From an optimization exercise on the open Yosys and OpenROAD flow, aimed at small area; shortcuts taken in it are not production practice. At most, simulation tests tie the RTL to the original design; equivalence was not proved. No functional check of the RTL was part of run 2. Power figures rest on the tool's default switching activity, not on a simulated workload.

`flow/design.v`:
```
package fpu_reg_wb_pkg;
  localparam logic [1:0] UMEM_OK_READY = 2'd0;
  localparam logic [1:0] UMEM_OK_OK    = 2'd1;
  localparam logic [1:0] UMEM_OK_HOLD  = 2'd2;
  localparam logic [1:0] UMEM_OK_FAULT = 2'd3;
  localparam logic [5:0] FPR_ZZR = 6'h3F;
  typedef enum logic {
    ST_CLEAR = 1'b0,
    ST_RUN   = 1'b1
  } wb_state_t;
  typedef struct packed {
    logic [5:0]  id;
    logic [63:0] val;
  } e2_t;
endpackage
module fpu_reg_array #(
  parameter int NUM_FPR = 64
) (
  input  logic        clock,
  input  logic        i_we,
  input  logic [5:0]  i_wid,
  input  logic [63:0] i_wdat,
  input  logic [5:0]  i_rid_a,
  input  logic [5:0]  i_rid_b,
  input  logic [5:0]  i_rid_c,
  output logic [63:0] o_rdat_a,
  output logic [63:0] o_rdat_b,
  output logic [63:0] o_rdat_c
);
  logic [63:0] r_mem [NUM_FPR];
  always_ff @(posedge clock) begin
    if (i_we) begin
      r_mem[i_wid] <= i_wdat;
    end
  end
  assign o_rdat_a = r_mem[i_rid_a];
  assign o_rdat_b = r_mem[i_rid_b];
  assign o_rdat_c = r_mem[i_rid_c];
endmodule
module fpu_reg_wb #(
  parameter int NUM_FPR        = 64,
  parameter bit CLEAR_ON_RESET = 1'b1
) (
  input  logic        clock,
  input  logic        reset,
  input  logic [5:0]  exOutId,
  input  logic [63:0] exOutVal,
  input  logic [1:0]  exOutOK,
  input  logic        exOutSrT,
  input  logic        exHold,
  input  logic        exFlush,
  input  logic [5:0]  rdIdRs,
  input  logic [5:0]  rdIdRt,
  input  logic [5:0]  rdIdRn,
  output logic [63:0] rdValRs,
  output logic [63:0] rdValRt,
  output logic [63:0] rdValRn,
  output logic        outSrT,
  output logic        wbFault,
  output logic        clrBusy,
  output logic [31:0] retireCnt
);
  localparam logic [6:0] NUM_LIM = 7'(NUM_FPR);
  localparam logic [5:0] LAST_ID = 6'(NUM_FPR - 1);
  fpu_reg_wb_pkg::wb_state_t   r_state;
  logic [5:0]  r_clr_ptr;
  logic        r_clr_busy;
  logic        r_e2_vld;
  fpu_reg_wb_pkg::e2_t         r_e2;
  logic        r_srt;
  logic        r_fault;
  logic [31:0] r_retire;
  logic        w_ex_ok;
  logic        w_accept;
  logic        w_commit;
  logic        w_fault;
  logic        w_we;
  logic [5:0]  w_wid;
  logic [63:0] w_wdat;
  logic [63:0] w_arr_rs;
  logic [63:0] w_arr_rt;
  logic [63:0] w_arr_rn;
  logic [31:0] w_inc;
  function automatic logic id_writable(input logic [5:0] id);
    id_writable = (id != fpu_reg_wb_pkg::FPR_ZZR) && ({1'b0, id} < NUM_LIM);
  endfunction
  assign w_ex_ok  = (exOutOK == fpu_reg_wb_pkg::UMEM_OK_OK) && !exFlush && (r_state == fpu_reg_wb_pkg::ST_RUN);
  assign w_accept = w_ex_ok && !exHold;
  assign w_commit = r_e2_vld && !exHold;
  assign w_fault  = (exOutOK == fpu_reg_wb_pkg::UMEM_OK_FAULT) && !exFlush && (r_state == fpu_reg_wb_pkg::ST_RUN);
  assign w_inc = 32'(w_commit) + 32'(w_accept && !id_writable(exOutId));
  assign w_we   = (r_state == fpu_reg_wb_pkg::ST_CLEAR) || w_commit;
  assign w_wid  = (r_state == fpu_reg_wb_pkg::ST_CLEAR) ? r_clr_ptr : r_e2.id;
  assign w_wdat = (r_state == fpu_reg_wb_pkg::ST_CLEAR) ? 64'd0 : r_e2.val;
  fpu_reg_array #(
    .NUM_FPR (NUM_FPR)
  ) u_array (
    .clock    (clock),
    .i_we     (w_we),
    .i_wid    (w_wid),
    .i_wdat   (w_wdat),
    .i_rid_a  (rdIdRs),
    .i_rid_b  (rdIdRt),
    .i_rid_c  (rdIdRn),
    .o_rdat_a (w_arr_rs),
    .o_rdat_b (w_arr_rt),
    .o_rdat_c (w_arr_rn)
  );
  always_ff @(posedge clock) begin
    if (!reset) begin
      if (CLEAR_ON_RESET) begin
        r_state    <= fpu_reg_wb_pkg::ST_CLEAR;
        r_clr_busy <= 1'b1;
      end else begin
        r_state    <= fpu_reg_wb_pkg::ST_RUN;
        r_clr_busy <= 1'b0;
      end
      r_clr_ptr <= '0;
      r_e2_vld  <= 1'b0;
      r_e2      <= '0;
      r_srt     <= 1'b0;
      r_fault   <= 1'b0;
      r_retire  <= '0;
    end else begin
      case (r_state)
        fpu_reg_wb_pkg::ST_CLEAR: begin
          r_clr_ptr <= r_clr_ptr + 6'd1;
          if (r_clr_ptr == LAST_ID) begin
            r_state    <= fpu_reg_wb_pkg::ST_RUN;
            r_clr_busy <= 1'b0;
          end
        end
        default: begin
          if (!exHold) begin
            r_e2_vld <= w_accept && id_writable(exOutId);
            if (w_accept) begin
              r_e2.id  <= exOutId;
              r_e2.val <= exOutVal;
            end
          end
          if (w_accept) begin
            r_srt <= exOutSrT;
          end
          if (w_fault) begin
            r_fault <= 1'b1;
          end
          r_retire <= r_retire + w_inc;
        end
      endcase
    end
  end
  function automatic logic [63:0] fwd(input logic [5:0] id, input logic [63:0] arr);
    if (!id_writable(id) || (r_state == fpu_reg_wb_pkg::ST_CLEAR)) begin
      fwd = 64'd0;
    end else if (w_ex_ok && (exOutId == id)) begin
      fwd = exOutVal;
    end else if (r_e2_vld && (r_e2.id == id)) begin
      fwd = r_e2.val;
    end else begin
      fwd = arr;
    end
  endfunction
  always_comb begin
    rdValRs = fwd(rdIdRs, w_arr_rs);
    rdValRt = fwd(rdIdRt, w_arr_rt);
    rdValRn = fwd(rdIdRn, w_arr_rn);
  end
  assign outSrT    = r_srt;
  assign wbFault   = r_fault;
  assign clrBusy   = r_clr_busy;
  assign retireCnt = r_retire;
endmodule
```
`flow/run.sh`:
```
#!/bin/bash
# synth_recipe.tcl (not shown) runs the flow's synth.tcl, then flattens the netlist and writes it again
# the make line also repeats each setting of config.mk as NAME=value (left out here)
make -C /OpenROAD-flow-scripts/flow DESIGN_CONFIG=/design/flow/config.mk WORK_HOME=/design/flow/orfs CLKGATE_MAP_FILE= SYNTH_SCRIPT=/design/flow/synth_recipe.tcl finish
```
`flow/config.mk`:
```
export PLATFORM = sky130hd
export DESIGN_NAME = fpu_reg_wb
export DESIGN_NICKNAME = fpu_reg_wb
export VERILOG_FILES = /design/flow/design.v
export SDC_FILE = /design/flow/constraint.sdc
export NUM_CORES = 8
export LEC_CHECK = 0
export CAP_MARGIN = 20
export CORE_MARGIN = 2
export CORE_UTILIZATION = 30
export PLACE_DENSITY = 0.35
export SLEW_MARGIN = 20
```
`flow/constraint.sdc`:
```
create_clock -name core_clock -period 10.0 [get_ports {clock}]
set_input_delay 2.0000 -clock core_clock [delete_from_list [all_inputs] [get_ports {clock}]]
set_output_delay 2.0000 -clock core_clock [all_outputs]
set_load 0.01 [all_outputs]
```
==> qor.yml, run 1 <==
cts:
  clock_sinks: 4209
  root_buffer: "clkbuf_16"
  clk_pin_slew_ns: 0.06
  htreeDepth: 6
  postCtsSetupBuffers: 0
  post_cts_resized: 0
  cts_made_buffers: 554
  clk_path_buf_depth: 4
  insertion_delay_ns: 1.15
  cts_tree: "done"
  cts_hold_buf: 0
synth:
  synth_top_area_cell: "edfxtp_1"
  synthDominantCellAreaShare: 0.533
  ys_seq_area_frac: 0.543
  synth.avg_cell_area_um2: 16.3
  synth_ff_type: "edfxtp_1"
  syn-num-nets: 14227
  syn_area_um2: 231000
  synth_cells: 14129
  ys_ff_latch: 4209
  synth_edf_count: 4096
  synthMostInstantiatedCell: "edfxtp_1"
  yosys_warnings: 2
  yosys-top-cells-area: "edfxtp_1, mux4_2, mux2i_1, a22oi_1, o221ai_1"
  async_reset_ff_frac: 0
  synthTopCellsByCount: "edfxtp_1, mux2i_1, mux4_2, clkbuf_1, a22oi_1"
  synth_cell_types: 62
placement:
  port_buffers: 321
  dp_hpwl_um: 845000
  dp_worst_setup_slack_ns: 0.627
  placedInstanceArea_um2: 251000
  gp_congestion: 0.891
timing:
  worst_slew_pin_slew_ns: 1.41
  finalHoldViolCount: 0
  min_period_over_period: 0.955
  skew_ns: 0.0554
  slew_violations: 0
  fmax_ghz: 0.105
  final.setup.tns_ns: 0
  holdWs_ns: 0.472
  slew_headroom: 0.0592
  final.setup.worst_slack_ns: 0.450
  period_minus_slack_ns: 9.55
  finalSetupViolCount: 0
  rsz0062_at_grt: "false"
drt:
  routed_via_density: 6.61
  drc: 0
  final_antenna_net_count: 0
  vias: 167512
  drt_first_pass_iters: 6
  drt_iter0_drc: 25425
  routedWlPerCell_um: 52.9
  routed_wl_um: 1340000
job:
  cap_violations: 0
layout:
  stdcell_area_um2: 269000
  syn_to_final_growth_pct: 16.6
  fin_nets: 14711
  final_layout_size_suffix_gt1_frac: 0.282
floorplanning:
  fp.coreArea_um2: 767000
  fp.dieW_um: 881
  die_h_um: 881
  start_util: 0.300
  dieArea_um2: 776000
  io_pins: 322
  rows: 322
critical_path:
  cp.arrival_ns: 7.55
  reg2reg_depth: 5
  crit_fanout: 24
  crit_path_end_kind: "output port"
  worstSetupPathType: "input port to output port"
  startpoint_type: "input port"
  crit_required_ns: 8.00
hold_path:
  min_path_cells: 2
  hold_path_class: "flop to flop"
grt:
  grt_pass1_vias: 164350
  grt_usage: 0.334
  grt_overflow_total: 0
  antenna_found_initial: 167
  grt_max_degree: 100
  grt_first_pass_wirelength_um: 1720000
power_and_ir_drop:
  power_leakage_nw: 96.5
  ir_drop_v: 0.000199
  p_per_area_nw_per_um2: 160
  power_w: 0.0432
status:
  status: "finished clean"
-- metrics by stage --
| step | instances | utilization |
|---|---|---|
| floorplan | 14129 | - |
| detailed placement | 24263 | 0.327 |
| CTS | 25252 | 0.350 |
| global placement | 24253 | 0.327 |
| finish | 25325 | 0.350 |
| global route | 25260 | 0.350 |
-- worst max-delay path, cell delays in order --
cell and delay, ns:
clkdlybuf4s50_1 1.11, xor2_1 0.16, nor4_1 0.36, nand4_1 0.41
nand2b_4 0.60, buf_4 0.42, buf_4 0.51, o221ai_1 0.41
a21oi_1 0.75, clkdlybuf4s50_1 0.69
-- placed cells by master, fill, tap and decap left out, types with 62 or more instances in the layout --
master           Yosys  routed
a21boi_0            78      78
a211oi_1           116     116
buf_12               0     194
a2111oi_0           88      65
o21ai_0            194     192
edfxtp_1          4096    4096
a221o_1             64      64
nor2_4               0      79
nand3_1            144     142
a221oi_1            93      93
nor2_1             323     247
a21oi_1            451     443
dfxtp_1            113     112
o22ai_1            308     308
a211o_1             69      69
nand2_1            426     410
nor4_1              97      84
mux4_2            2154    2154
mux2_2              65      65
clkinv_1             0      90
clkbuf_16            0     579
clkbuf_1           609     159
o221ai_1           295     293
mux2i_1           2490    2490
a22oi_1            510     510
diode_2              0      73
clkdlybuf4s50_1      0     286
a22o_1              80      80
a311oi_1            62      62
buf_4              123     776
-- state kept, by name, indices dropped and copies added (netlist names) --
name / count
u_array.r_mem: 4096
r_e2: 70
r_e2_vld: 1
r_retire: 32
r_srt: 1
r_clr_ptr: 6
r_fault: 1
r_clr_busy: 1
r_state: 1
-- logic make-up after synthesis --
kind of cell | Yosys count | synth area share
AO/OA/AOI/OAI | 2496 | 0.0779
XOR/XNOR | 64 | 0.00243
adder cells (fa/ha/maj) | 3 | 0.000195
buffers and inverters | 1355 | 0.0281
flip-flops | 4209 | 0.543
multiplexers | 4709 | 0.322
AND/OR/NAND/NOR | 1293 | 0.0266
-- routing by layer --
metal / share of wire / vias to the layer above / global-route usage / routed length (um)
li1: - / 61626 / - / -
met1: 0.40 / 91387 / 0.444 / 542000
met2: 0.44 / 11910 / 0.507 / 589000
met3: 0.097 / 2531 / 0.0883 / 131000
met4: 0.059 / 58 / 0.166 / 78500
met5: 0.00027 / - / 0 / 364
-- area by class of cell --
type / count / area, um2
inverters: 9 / 43.8
diodes: 73 / 183
clock inverters: 225 / 2080
repair buffers: 1274 / 12900
multi-input cells: 8565 / 100000
clock buffers: 764 / 15400
well taps: 10206 / 12800
flip-flops and latches: 4209 / 125000
fillers: 72118 / 499000
-- path summary, 6_finish.rpt --
kind	slack, ns	from	endpoint
max	0.45	rdIdRt[4]	rdValRt[23]
min	0.47	r_srt	r_srt
max reg2reg	5.18	r_state	u_array.r_mem[15][10]
min reg2reg	0.47	r_srt	r_srt
-- where the power goes --
part / internal [W] / total, W / switching [W]
Sequential: 0.0192 / 0.0192 / 0.0000554
Combinational: 0.00122 / 0.00405 / 0.00284
Clock: 0.0117 / 0.0199 / 0.00822
Total: 0.0320 / 0.0432 / 0.0111
==> run 2, diff against run 1 <==
==> flow/design.v (replaced) <==
package fpu_reg_wb_pkg;
  localparam logic [1:0] UMEM_OK_READY = 2'd0;
  localparam logic [1:0] UMEM_OK_OK    = 2'd1;
  localparam logic [1:0] UMEM_OK_HOLD  = 2'd2;
  localparam logic [1:0] UMEM_OK_FAULT = 2'd3;
  localparam logic [5:0] FPR_ZZR = 6'h3F;
endpackage
module fpu_cell_a22o (
  input  logic a1, a2, b1, b2,
  output logic y
);
  assign y = (a1 & a2) | (b1 & b2);
endmodule
module fpu_cell_a222oi (
  input  logic a1, a2, b1, b2, c1, c2,
  output logic y
);
  assign y = ~((a1 & a2) | (b1 & b2) | (c1 & c2));
endmodule
module fpu_cell_nand2 (
  input  logic a, b,
  output logic y
);
  assign y = ~(a & b);
endmodule
module fpu_cell_nand3 (
  input  logic a, b, c,
  output logic y
);
  assign y = ~(a & b & c);
endmodule
module fpu_cell_nand4 (
  input  logic a, b, c, d,
  output logic y
);
  assign y = ~(a & b & c & d);
endmodule
module fpu_cell_nor2 (
  input  logic a, b,
  output logic y
);
  assign y = ~(a | b);
endmodule
module fpu_rd_bit (
  input  logic [62:0] i_d,
  input  logic [62:0] i_s,
  input  logic        i_x,
  input  logic        i_xs,
  output logic        o_y
);
  logic [21:0] w_l1;
  logic [5:0]  w_l2;
  logic [2:0]  w_l3;
  for (genvar g = 0; g < 21; g++) begin : g_l1
    fpu_cell_a222oi u_c (
      .a1(i_s[3*g]),   .a2(i_d[3*g]),
      .b1(i_s[3*g+1]), .b2(i_d[3*g+1]),
      .c1(i_s[3*g+2]), .c2(i_d[3*g+2]),
      .y (w_l1[g])
    );
  end
  fpu_cell_nand2 u_xn (.a(i_xs), .b(i_x), .y(w_l1[21]));
  for (genvar g = 0; g < 5; g++) begin : g_l2
    fpu_cell_nand4 u_c (.a(w_l1[4*g]), .b(w_l1[4*g+1]), .c(w_l1[4*g+2]), .d(w_l1[4*g+3]), .y(w_l2[g]));
  end
  fpu_cell_nand2 u_l2_5 (.a(w_l1[20]), .b(w_l1[21]), .y(w_l2[5]));
  for (genvar g = 0; g < 3; g++) begin : g_l3
    fpu_cell_nor2 u_c (.a(w_l2[2*g]), .b(w_l2[2*g+1]), .y(w_l3[g]));
  end
  fpu_cell_nand3 u_l4 (.a(w_l3[0]), .b(w_l3[1]), .c(w_l3[2]), .y(o_y));
endmodule
module fpu_dec63 (
  input  logic        i_en,
  input  logic [5:0]  i_id,
  output logic [62:0] o_sel
);
  logic [7:0] w_hi_n;
  logic [7:0] w_lo_n;
  always_comb begin
    for (int g = 0; g < 8; g++) begin
      w_hi_n[g] = !(i_en && (i_id[5:3] == 3'(g)));
      w_lo_n[g] = !(i_id[2:0] == 3'(g));
    end
  end
  for (genvar i = 0; i < 63; i++) begin : g_sel
    fpu_cell_nor2 u_sel (.a(w_hi_n[i / 8]), .b(w_lo_n[i % 8]), .y(o_sel[i]));
  end
endmodule
module fpu_reg_array (
  input  logic        clock,
  input  logic [62:0] i_wr,
  input  logic [62:0] i_keep,
  input  logic [63:0] i_wdat,
  input  logic [63:0] i_xdat,
  input  logic [62:0] i_sel_a,
  input  logic [62:0] i_sel_b,
  input  logic [62:0] i_sel_c,
  input  logic        i_xsel_a,
  input  logic        i_xsel_b,
  input  logic        i_xsel_c,
  output logic [63:0] o_rdat_a,
  output logic [63:0] o_rdat_b,
  output logic [63:0] o_rdat_c
);
  logic [62:0][63:0] r_mem;
  logic [62:0][63:0] w_mem_d;
  logic [63:0][62:0] w_col;
  for (genvar i = 0; i < 63; i++) begin : g_row
    for (genvar b = 0; b < 64; b++) begin : g_bit
      fpu_cell_a22o u_d (
        .a1(i_wr[i]),   .a2(i_wdat[b]),
        .b1(i_keep[i]), .b2(r_mem[i][b]),
        .y (w_mem_d[i][b])
      );
      assign w_col[b][i] = r_mem[i][b];
    end
  end
  always_ff @(posedge clock) begin
    r_mem <= w_mem_d;
  end
  for (genvar b = 0; b < 64; b++) begin : g_rd
    fpu_rd_bit u_a (.i_d(w_col[b]), .i_s(i_sel_a), .i_x(i_xdat[b]), .i_xs(i_xsel_a), .o_y(o_rdat_a[b]));
    fpu_rd_bit u_b (.i_d(w_col[b]), .i_s(i_sel_b), .i_x(i_xdat[b]), .i_xs(i_xsel_b), .o_y(o_rdat_b[b]));
    fpu_rd_bit u_c (.i_d(w_col[b]), .i_s(i_sel_c), .i_x(i_xdat[b]), .i_xs(i_xsel_c), .o_y(o_rdat_c[b]));
  end
endmodule
module fpu_reg_wb (
  input  logic        clock,
  input  logic        reset,
  input  logic [5:0]  exOutId,
  input  logic [63:0] exOutVal,
  input  logic [1:0]  exOutOK,
  input  logic        exOutSrT,
  input  logic        exHold,
  input  logic        exFlush,
  input  logic [5:0]  rdIdRs,
  input  logic [5:0]  rdIdRt,
  input  logic [5:0]  rdIdRn,
  output logic [63:0] rdValRs,
  output logic [63:0] rdValRt,
  output logic [63:0] rdValRn,
  output logic        outSrT,
  output logic        wbFault,
  output logic        clrBusy,
  output logic [31:0] retireCnt
);
  logic [5:0]  r_clr_ptr;
  logic        r_clr_busy;
  logic        r_e2_vld;
  logic        r_srt;
  logic        r_fault;
  logic [31:0] r_retire;
  logic        w_run;
  logic        w_ex_ok;
  logic        w_accept;
  logic        w_commit;
  logic        w_sink;
  logic        w_fault;
  logic [62:0] w_wr;
  logic [62:0] w_keep;
  logic [62:0] w_sel_s, w_sel_t, w_sel_n;
  logic        w_x_s, w_x_t, w_x_n;
  assign w_run    = !r_clr_busy;
  assign w_ex_ok  = (exOutOK == fpu_reg_wb_pkg::UMEM_OK_OK) && !exFlush && w_run;
  assign w_accept = w_ex_ok && !exHold;
  assign w_commit = r_e2_vld && !exHold;
  assign w_sink   = w_accept && (exOutId == fpu_reg_wb_pkg::FPR_ZZR);
  assign w_fault  = (exOutOK == fpu_reg_wb_pkg::UMEM_OK_FAULT) && !exFlush && w_run;
  logic w_wr_en;
  logic w_clr;
  assign w_wr_en = reset && w_accept;
  assign w_clr   = !(reset && w_run);
  fpu_dec63 u_dec_wr (.i_en(w_wr_en), .i_id(exOutId), .o_sel(w_wr));
  for (genvar i = 0; i < 63; i++) begin : g_keep
    fpu_cell_nor2 u_keep (.a(w_wr[i]), .b(w_clr), .y(w_keep[i]));
  end
  function automatic logic xsel(input logic [5:0] id);
    xsel = w_ex_ok && (exOutId == id) && (id != fpu_reg_wb_pkg::FPR_ZZR);
  endfunction
  assign w_x_s = xsel(rdIdRs);
  assign w_x_t = xsel(rdIdRt);
  assign w_x_n = xsel(rdIdRn);
  fpu_dec63 u_dec_s (.i_en(w_run && !w_x_s), .i_id(rdIdRs), .o_sel(w_sel_s));
  fpu_dec63 u_dec_t (.i_en(w_run && !w_x_t), .i_id(rdIdRt), .o_sel(w_sel_t));
  fpu_dec63 u_dec_n (.i_en(w_run && !w_x_n), .i_id(rdIdRn), .o_sel(w_sel_n));
  fpu_reg_array u_array (
    .clock    (clock),
    .i_wr     (w_wr),
    .i_keep   (w_keep),
    .i_wdat   (exOutVal),
    .i_xdat   (exOutVal),
    .i_sel_a  (w_sel_s),
    .i_sel_b  (w_sel_t),
    .i_sel_c  (w_sel_n),
    .i_xsel_a (w_x_s),
    .i_xsel_b (w_x_t),
    .i_xsel_c (w_x_n),
    .o_rdat_a (rdValRs),
    .o_rdat_b (rdValRt),
    .o_rdat_c (rdValRn)
  );
  always_ff @(posedge clock) begin
    if (!reset) begin
      r_clr_busy <= 1'b1;
      r_clr_ptr  <= '0;
      r_e2_vld   <= 1'b0;
      r_srt      <= 1'b0;
      r_fault    <= 1'b0;
      r_retire   <= '0;
    end else begin
      r_clr_ptr <= r_clr_ptr + 6'd1;
      if (r_clr_ptr == 6'd63) begin
        r_clr_busy <= 1'b0;
      end
      if (!exHold) begin
        r_e2_vld <= w_accept && !w_sink;
      end
      if (w_accept) begin
        r_srt <= exOutSrT;
      end
      if (w_fault) begin
        r_fault <= 1'b1;
      end
      r_retire <= r_retire + {30'd0, w_commit && w_sink, w_commit ^ w_sink};
    end
  end
  assign outSrT    = r_srt;
  assign wbFault   = r_fault;
  assign clrBusy   = r_clr_busy;
  assign retireCnt = r_retire;
endmodule
--- a/flow/config.mk
+++ b/flow/config.mk
@@ -8,5 +8,9 @@
 export CAP_MARGIN = 20
 export CORE_MARGIN = 2
-export CORE_UTILIZATION = 30
-export PLACE_DENSITY = 0.35
+export CORE_UTILIZATION = 55
+export CTS_BUF_LIST = sky130_fd_sc_hd__clkbuf_4 sky130_fd_sc_hd__clkbuf_8
+export CTS_CLUSTER_SIZE = 30
+export GPL_TIMING_DRIVEN = 0
+export PLACE_DENSITY = 0.62
 export SLEW_MARGIN = 20
+export SYNTH_HIERARCHICAL = 1
==> run 2 against run 1 <==
  * The run now fails in global routing
  * Area after synthesis decreased by 26%
  * Synthesized cell count increased by 5.1%
==> qor.yml, run 2 <==
synth:
  syn-num-nets: 14948  # was 14227
  synth_cell_types: 41  # was 62
  ys_ff_latch: 4074  # was 4209
  syn_area_um2: 171000  # was 231000 um2
  synth.avg_cell_area_um2: 11.5  # was 16.3 um2
  yosys-top-cells-area: "dfxtp_1, a222oi_1, a22o_1, nand4_1, nor2_1"  # was edfxtp_1, mux4_2, mux2i_1, a22oi_1, o221ai_1
  synth_ff_type: "dfxtp_1"  # was edfxtp_1
  synth_edf_count: 0  # was 4096
  async_reset_ff_frac: 0  # unchanged
  synth_top_area_cell: "dfxtp_1"  # was edfxtp_1
  synthMostInstantiatedCell: "dfxtp_1"  # was edfxtp_1
  yosys_warnings: 9  # was 2
  ys_seq_area_frac: 0.477  # was 0.543
  synthTopCellsByCount: "dfxtp_1, a222oi_1, a22o_1, nand4_1, nor2_1"  # was edfxtp_1, mux2i_1, mux4_2, clkbuf_1, a22oi_1
  synthDominantCellAreaShare: 0.477  # was 0.533
  synth_cells: 14848  # was 14129
floorplanning:
  fp.dieW_um: 561  # was 881 um
  rows: 204  # was 322
  io_pins: 322  # unchanged
  start_util: 0.553  # was 0.300
  die_h_um: 561  # was 881 um
cts:
  clock_sinks: 4074  # was 4209
  htreeDepth: 6  # unchanged
  cts_made_buffers: 661  # was 554
  clk_path_buf_depth: 4  # unchanged
  root_buffer: "clkbuf_8"  # was clkbuf_16
placement:
  port_buffers: 321  # unchanged
  gp_congestion: 1.07  # was 0.891
  dp_hpwl_um: 855000  # was 845000 um
  dp_worst_setup_slack_ns: -1.36  # was 0.627 ns
grt:
  grt_usage: 0.862
  grt_pass1_vias: 238182
  grt_max_degree: 58
  grt_overflow_total: 1866
  grt_first_pass_wirelength_um: 1990000
status:
  tool.error: "[ERROR GRT-0116] Global routing finished with congestion. Check the congestion regions in the DRC Viewer."
  lastStage: "global routing"
  status: "stopped before the end"  # was finished clean
[run 2: cell count changes after synthesis, sizes merged, moves of 2154 or more]
cell / before / now
a222oi: 0 / 4032
dfxtp: 113 / 4074
mux4: 2154 / 0
edfxtp: 4096 / 0
mux2i: 2490 / 1
a22o: 80 / 4032
[run 2: worst max-delay path by stage]
stage	startpoint	slack, ns	end
global placement	exOutOK[0]	-18.01	u_array.r_mem[1665]
floorplan	exOutOK[1]	-0.06	rdValRn[0]
CTS	exOutId[4]	0.0007	rdValRs[30]
detailed placement	exOutOK[0]	-1.36	rdValRt[22]
[run 2: what timing repair did]
| action | in CTS |
|---|---|
| endpoints found under the setup margin | 190 |
| hold buffers | 0 |
| resized for setup | 106 |
| setup buffers | 26 |
| pin swaps | 12 |
[run 2: per-module statistics from Yosys, one instance, submodules excluded, a selection]
| module | cells inside | times used | flops+latches | area [um2] |
|---|---|---|---|---|
| fpu_cell_nand4 | 1 | 960 | 0 | 6.26 |
| fpu_reg_wb | 261 | 1 | 42 | 2180 |
| fpu_cell_nor2 | 1 | 891 | 0 | 3.75 |
| fpu_cell_nand2 | 1 | 384 | 0 | 3.75 |
| fpu_cell_a222oi | 1 | 4032 | 0 | 10.0 |
| fpu_dec63 | 16 | 4 | 0 | 136 |
| fpu_cell_nand3 | 1 | 192 | 0 | 5.00 |
| fpu_cell_a22o | 1 | 4032 | 0 | 8.76 |
| fpu_reg_array | 4032 | 1 | 4032 | 80700 |
[run 2: cells by family after synthesis]
group                    Yosys count  synth area share
flip-flops                      4074             0.477
adder cells (fa/ha/maj)            5          0.000410
AND/OR/NAND/NOR                 2601            0.0755
AO/OA/AOI/OAI                   8117             0.445
multiplexers                       1         0.0000586
XOR/XNOR                          29           0.00149
buffers and inverters             21          0.000505
[run 2: metrics by stage]
step                power (W)  area (um2)  hold slack [ns]  cells  TNS (ns)
floorplan              0.0166      171000            0.413  14848    -11.61
global placement       0.0171      179000            0.426  19289         -
detailed placement     0.0172      213000            0.432  20623   -103.14
CTS                    0.0326      228000            0.441  21825         0
[run 2: power by group through the flow]
stage	clock, W	sequential (W)	combinational, W
after floorplan	0	0.0166	0.0000465
after global placement	0	0.0166	0.000465
after detailed placement	0	0.0166	0.000576
after CTS	0.0157	0.0162	0.000581
[run 2: metal layers]
layer,global-route usage,GRT overflow
met1,0.873,188
met2,0.944,717
met3,0.795,244
met4,0.822,669
met5,0.598,48
==> run 3, diff against run 2 <==
--- a/flow/design.v
+++ b/flow/design.v
@@ -69,21 +69,4 @@
   end
   fpu_cell_nand3 u_l4 (.a(w_l3[0]), .b(w_l3[1]), .c(w_l3[2]), .y(o_y));
-endmodule
-module fpu_dec63 (
-  input  logic        i_en,
-  input  logic [5:0]  i_id,
-  output logic [62:0] o_sel
-);
-  logic [7:0] w_hi_n;
-  logic [7:0] w_lo_n;
-  always_comb begin
-    for (int g = 0; g < 8; g++) begin
-      w_hi_n[g] = !(i_en && (i_id[5:3] == 3'(g)));
-      w_lo_n[g] = !(i_id[2:0] == 3'(g));
-    end
-  end
-  for (genvar i = 0; i < 63; i++) begin : g_sel
-    fpu_cell_nor2 u_sel (.a(w_hi_n[i / 8]), .b(w_lo_n[i % 8]), .y(o_sel[i]));
-  end
 endmodule
 module fpu_reg_array (
@@ -167,11 +150,7 @@
   assign w_sink   = w_accept && (exOutId == fpu_reg_wb_pkg::FPR_ZZR);
   assign w_fault  = (exOutOK == fpu_reg_wb_pkg::UMEM_OK_FAULT) && !exFlush && w_run;
-  logic w_wr_en;
-  logic w_clr;
-  assign w_wr_en = reset && w_accept;
-  assign w_clr   = !(reset && w_run);
-  fpu_dec63 u_dec_wr (.i_en(w_wr_en), .i_id(exOutId), .o_sel(w_wr));
-  for (genvar i = 0; i < 63; i++) begin : g_keep
-    fpu_cell_nor2 u_keep (.a(w_wr[i]), .b(w_clr), .y(w_keep[i]));
+  for (genvar i = 0; i < 63; i++) begin : g_wr
+    assign w_wr[i]   = reset && w_accept && (exOutId == 6'(i));
+    assign w_keep[i] = reset && w_run && !(w_accept && (exOutId == 6'(i)));
   end
   function automatic logic xsel(input logic [5:0] id);
@@ -181,7 +160,9 @@
   assign w_x_t = xsel(rdIdRt);
   assign w_x_n = xsel(rdIdRn);
-  fpu_dec63 u_dec_s (.i_en(w_run && !w_x_s), .i_id(rdIdRs), .o_sel(w_sel_s));
-  fpu_dec63 u_dec_t (.i_en(w_run && !w_x_t), .i_id(rdIdRt), .o_sel(w_sel_t));
-  fpu_dec63 u_dec_n (.i_en(w_run && !w_x_n), .i_id(rdIdRn), .o_sel(w_sel_n));
+  for (genvar i = 0; i < 63; i++) begin : g_sel
+    assign w_sel_s[i] = w_run && !w_x_s && (rdIdRs == 6'(i));
+    assign w_sel_t[i] = w_run && !w_x_t && (rdIdRt == 6'(i));
+    assign w_sel_n[i] = w_run && !w_x_n && (rdIdRn == 6'(i));
+  end
   fpu_reg_array u_array (
     .clock    (clock),
==> flow/config.mk (replaced) <==
export PLATFORM = sky130hd
export DESIGN_NAME = fpu_reg_wb
export DESIGN_NICKNAME = fpu_reg_wb
export VERILOG_FILES = /design/flow/design.v
export SDC_FILE = /design/flow/constraint.sdc
export NUM_CORES = 8
export LEC_CHECK = 0
export CAP_MARGIN = 20
export CORE_MARGIN = 2
export CORE_UTILIZATION = 30
export PLACE_DENSITY = 0.35
export SLEW_MARGIN = 20
export SYNTH_HIERARCHICAL = 1
==> run 3 against run 2 <==
  * Now fails the layout checks on negative setup slack
  * Synthesized cell count up 1.1%
  * Area after synthesis up 0.59%
==> qor.yml, run 3 <==
synth:
  synth.avg_cell_area_um2: 11.5  # about the same
  synth_ff_type: "dfxtp_1"  # unchanged
  synthTopCellsByCount: "dfxtp_1, a222oi_1, a22o_1, nand4_1, nor2_1"  # unchanged
  yosys_warnings: 8  # was 9
  syn-num-nets: 15109  # was 14948
  async_reset_ff_frac: 0  # unchanged
  synthMostInstantiatedCell: "dfxtp_1"  # unchanged
  yosys-top-cells-area: "dfxtp_1, a222oi_1, a22o_1, nand4_1, nor2_1"  # unchanged
  syn_area_um2: 172000  # was 171000 um2
  synth_edf_count: 0  # unchanged
  ys_ff_latch: 4074  # unchanged
  synthDominantCellAreaShare: 0.475  # was 0.477
  synth_top_area_cell: "dfxtp_1"  # unchanged
  synth_cell_types: 58  # was 41
  synth_cells: 15009  # was 14848
  ys_seq_area_frac: 0.475  # was 0.477
power_and_ir_drop:
  power_w: 0.0363
  clkPwrFrac: 0.534
  combPwrFrac: 0.019
  p_sw_w: 0.00873
  switching_share: 0.240
  p_per_area_nw_per_um2: 164
  power_leakage_nw: 76.5
  p_int_w: 0.0276
  ir_drop_v: 0.000182
  p_seq_frac: 0.447
critical_path:
  crit_slowest_cell: "nor2_1"
  cpPeakStageDelay_ns: 0.82
  reg2reg_from: "r_clr_busy"
  critPathCapture: "rdValRt[30]"
  rrSetupSlack_ns: 4.22
  crit_fanout: 40
  crit_required_ns: 8.00
  cp_top_family: "simple AND/OR/NAND/NOR gates"
  path_cells: "clkdlybuf4s50_1 -> nor4b_2 -> buf_4 -> o21ai_0 -> nor3_2 -> buf_12 -> nor3_2 -> buf_12 -> buf_4 -> a222oi_1 -> nand4_1 -> nor2_1 -> nand3_1 -> buf_4 -> clkdlybuf4s50_1"
  crit_cells: 15
  worst-path-buf-inv: 7
  cp.arrival_ns: 8.30
  crit_path_end_kind: "output port"
  reg2reg_depth: 9
  cpMostUsedCell: "buf_4"
  r2r-end: "u_array.r_mem[1210]"
  startpoint_type: "input port"
  worstSetupPathType: "input port to output port"
  cp-startpoint: "exOutOK[1]"
drt:
  drt_iter0_drc: 70243
  vias: 217553
  drt_first_pass_iters: 23
  routedWlPerCell_um: 59.4
  routed_wl_um: 1510000
  final_antenna_net_count: 0
  drc: 0
  routed_via_density: 8.53
cts:
  insertion_delay_ns: 1.16
  root_buffer: "clkbuf_16"  # was clkbuf_8
  postCtsSetupBuffers: 0  # was 26
  cts_hold_buf: 0  # unchanged
  clk_pin_slew_ns: 0.05
  clk_path_buf_depth: 4  # unchanged
  post_cts_resized: 0  # was 106
  cts_made_buffers: 522  # was 661
  htreeDepth: 6  # unchanged
  clock_sinks: 4074  # unchanged
  cts_tree: "done"
floorplanning:
  fp.dieW_um: 761  # was 561 um
  io_pins: 322  # unchanged
  start_util: 0.301  # was 0.553
  rows: 278  # was 204
  fp.coreArea_um2: 572000
  dieArea_um2: 579000
  die_h_um: 761  # was 561 um
timing:
  finalHoldViolCount: 0
  worst_slew_pin_slew_ns: 1.39
  skew_ns: 0.0269
  period_minus_slack_ns: 10.30
  fmax_ghz: 0.0971
  min_period_over_period: 1.03
  slew_headroom: 0.0732
  finalSetupViolCount: 16
  rsz0062_at_grt: "false"
  final.setup.worst_slack_ns: -0.300
  slew_violations: 0
grt:
  grt_overflow_total: 0
  grt_max_degree: 67
  grt_usage: 0.488
  grt_pass1_vias: 200146
  grt_first_pass_wirelength_um: 1940000
  antenna_found_initial: 145
layout:
  final_common_cell: "dfxtp_1"
  n_fill_cell: 54859
  top_regs: "u_array.r_mem x4032, r_retire x32, r_clr_ptr x6"
  final_util: 0.388
  fin_nets: 17548
  final_layout_size_suffix_gt1_frac: 0.166
  layout_common_cells: "dfxtp_1, a222oi_1, a22o_1"
  syn_to_final_growth_pct: 28.9
  largest_reg_flops: 4032
  largest-register: "u_array.r_mem"
placement:
  dp_hpwl_um: 911000  # was 855000 um
  port_buffers: 321  # unchanged
  gp_congestion: 0.974  # was 1.07
status:
  so.violations: "negative setup slack"
  status: "finished with violations"  # was stopped before the end
hold_path:
  hold_path_class: "flop to flop"
job:
  cap_violations: 0
## run 3: cell count changes after synthesis, sizes merged, moves of 11 or more
cell     change
nand4bb     -12
nand3       +22
nor2       -235
buf         +41
or3b        -11
nand4b      -12
nor2b       +14
a21oi       +61
nand2       +54
clkbuf      +35
nor3       +189
## run 3: cells by family (layout without fill, tap and decap cells)
family                   count (synthesis)  after routing  share of synthesized area
other                                    0             96                          0
buffers and inverters                   98           2928                    0.00258
AO/OA/AOI/OAI                         8175           8175                      0.444
multiplexers                             1              1                  0.0000582
XOR/XNOR                                34             34                    0.00173
adder cells (fa/ha/maj)                  5              5                   0.000408
AND/OR/NAND/NOR                       2622           2622                     0.0767
flip-flops                            4074           4074                      0.475
## run 3: metal layers
layer / global-route usage / part of all wire / up-vias
met5: 0.0215 / 0.0011 / -
met4: 0.432 / 0.11 / 86
met1: 0.556 / 0.34 / 107902
met2: 0.676 / 0.39 / 24954
li1: - / - / 77644
met3: 0.226 / 0.16 / 6967
## run 3: area by class of cell
class / instances / area [um2] / share of cell area
Tap cell: 7560 / 9460 / 0.0427
Clock buffer: 806 / 15900 / 0.0717
Sequential cell: 4074 / 81600 / 0.368
Timing Repair Buffer: 2003 / 21000 / 0.0948
Clock inverter: 109 / 1100 / 0.00498
Multi-Input combinational cell: 10837 / 92300 / 0.417
Antenna cell: 96 / 240 / 0.00108
Inverter: 10 / 37.5 / 0.000169
## run 3: how the worst min path moves through the flow
| stage | from | endpoint | slack, ns | cells past startpoint |
|---|---|---|---|---|
| floorplan | r_clr_ptr[0] | r_clr_ptr[0] | 0.42 | 1 |
| global placement | r_clr_ptr[0] | r_clr_ptr[0] | 0.43 | 1 |
| detailed placement | r_clr_ptr[0] | r_clr_ptr[0] | 0.44 | 1 |
| CTS | r_clr_ptr[0] | r_clr_ptr[0] | 0.45 | 1 |
| global route | r_clr_ptr[0] | r_clr_ptr[0] | 0.50 | 1 |
| finish | r_clr_ptr[0] | r_clr_ptr[0] | 0.45 | 1 |
## run 3: through the flow
step           setup TNS, ns  worst slack, ns  hold WS (ns)  area (um2)  cells
3_5_place_dp         -0.0188          -0.0188         0.442      204000  24482
2_1_floorplan              0            0.606         0.418      172000  15009
4_1_cts                    0          0.00365         0.455      221000  25397
5_1_grt                    0           0.0416         0.495      221000  25422
6_report               -2.23           -0.300         0.447      222000  25495
3_3_place_gp          -0.412           -0.222         0.429      204000  24475
## run 3: power by group through the flow
stage / clock (W) / sequential [W] / combinational, W
after floorplan: 0 / 0.0166 / 0.0000701
after global placement: 0 / 0.0166 / 0.000642
after detailed placement: 0 / 0.0166 / 0.000652
after CTS: 0.0193 / 0.0162 / 0.000652
after global routing: 0.0200 / 0.0162 / 0.000677
final: 0.0194 / 0.0162 / 0.000696
## run 3: per-module statistics from Yosys (local to each module, per instance), excerpt
module | times used | flip-flops and latches | area (um2)
fpu_cell_nor2 | 576 | 0 | 3.75
fpu_cell_a22o | 4032 | 0 | 8.76
fpu_cell_nand4 | 960 | 0 | 6.26
fpu_cell_nand3 | 192 | 0 | 5.00
fpu_reg_wb | 1 | 42 | 4920
fpu_reg_array | 1 | 4032 | 80700
fpu_cell_nand2 | 384 | 0 | 3.75
fpu_cell_a222oi | 4032 | 0 | 10.0

static timing again, ports no longer ideal:
How much do the figures lean on ideal ports? The routed layouts below were timed once more, with nothing changed but the port constraints.
Step 1, drivers: a clkbuf_16 drives clock and a buf_2 each remaining input, both assumed.
Step 2, shift: input delay + t, output delay - t, t = (earliest + latest rising clock arrival at the registers) / 2. This alone moves slack from input paths to output paths.
a / b / c = no drivers / after step 1 / after step 2; a / b = the first two.
run	shift t [ns]	slack for setup (ns)	hold WS [ns]	worst setup path after step 2	latest minus earliest clock arrival (ns)
run 1	1.274	0.450 / 0.422 / 0.422	0.472 / 0.472 / 0.472	input to output	0.056 / 0.056
run 3	1.281	-0.300 / -0.332 / -0.332	0.447 / 0.447 / 0.447	input to output	0.048 / 0.047
The setup slack of run 3, which loses most, moves by -0.032 ns with the drivers and by -0.032 ns with both steps.
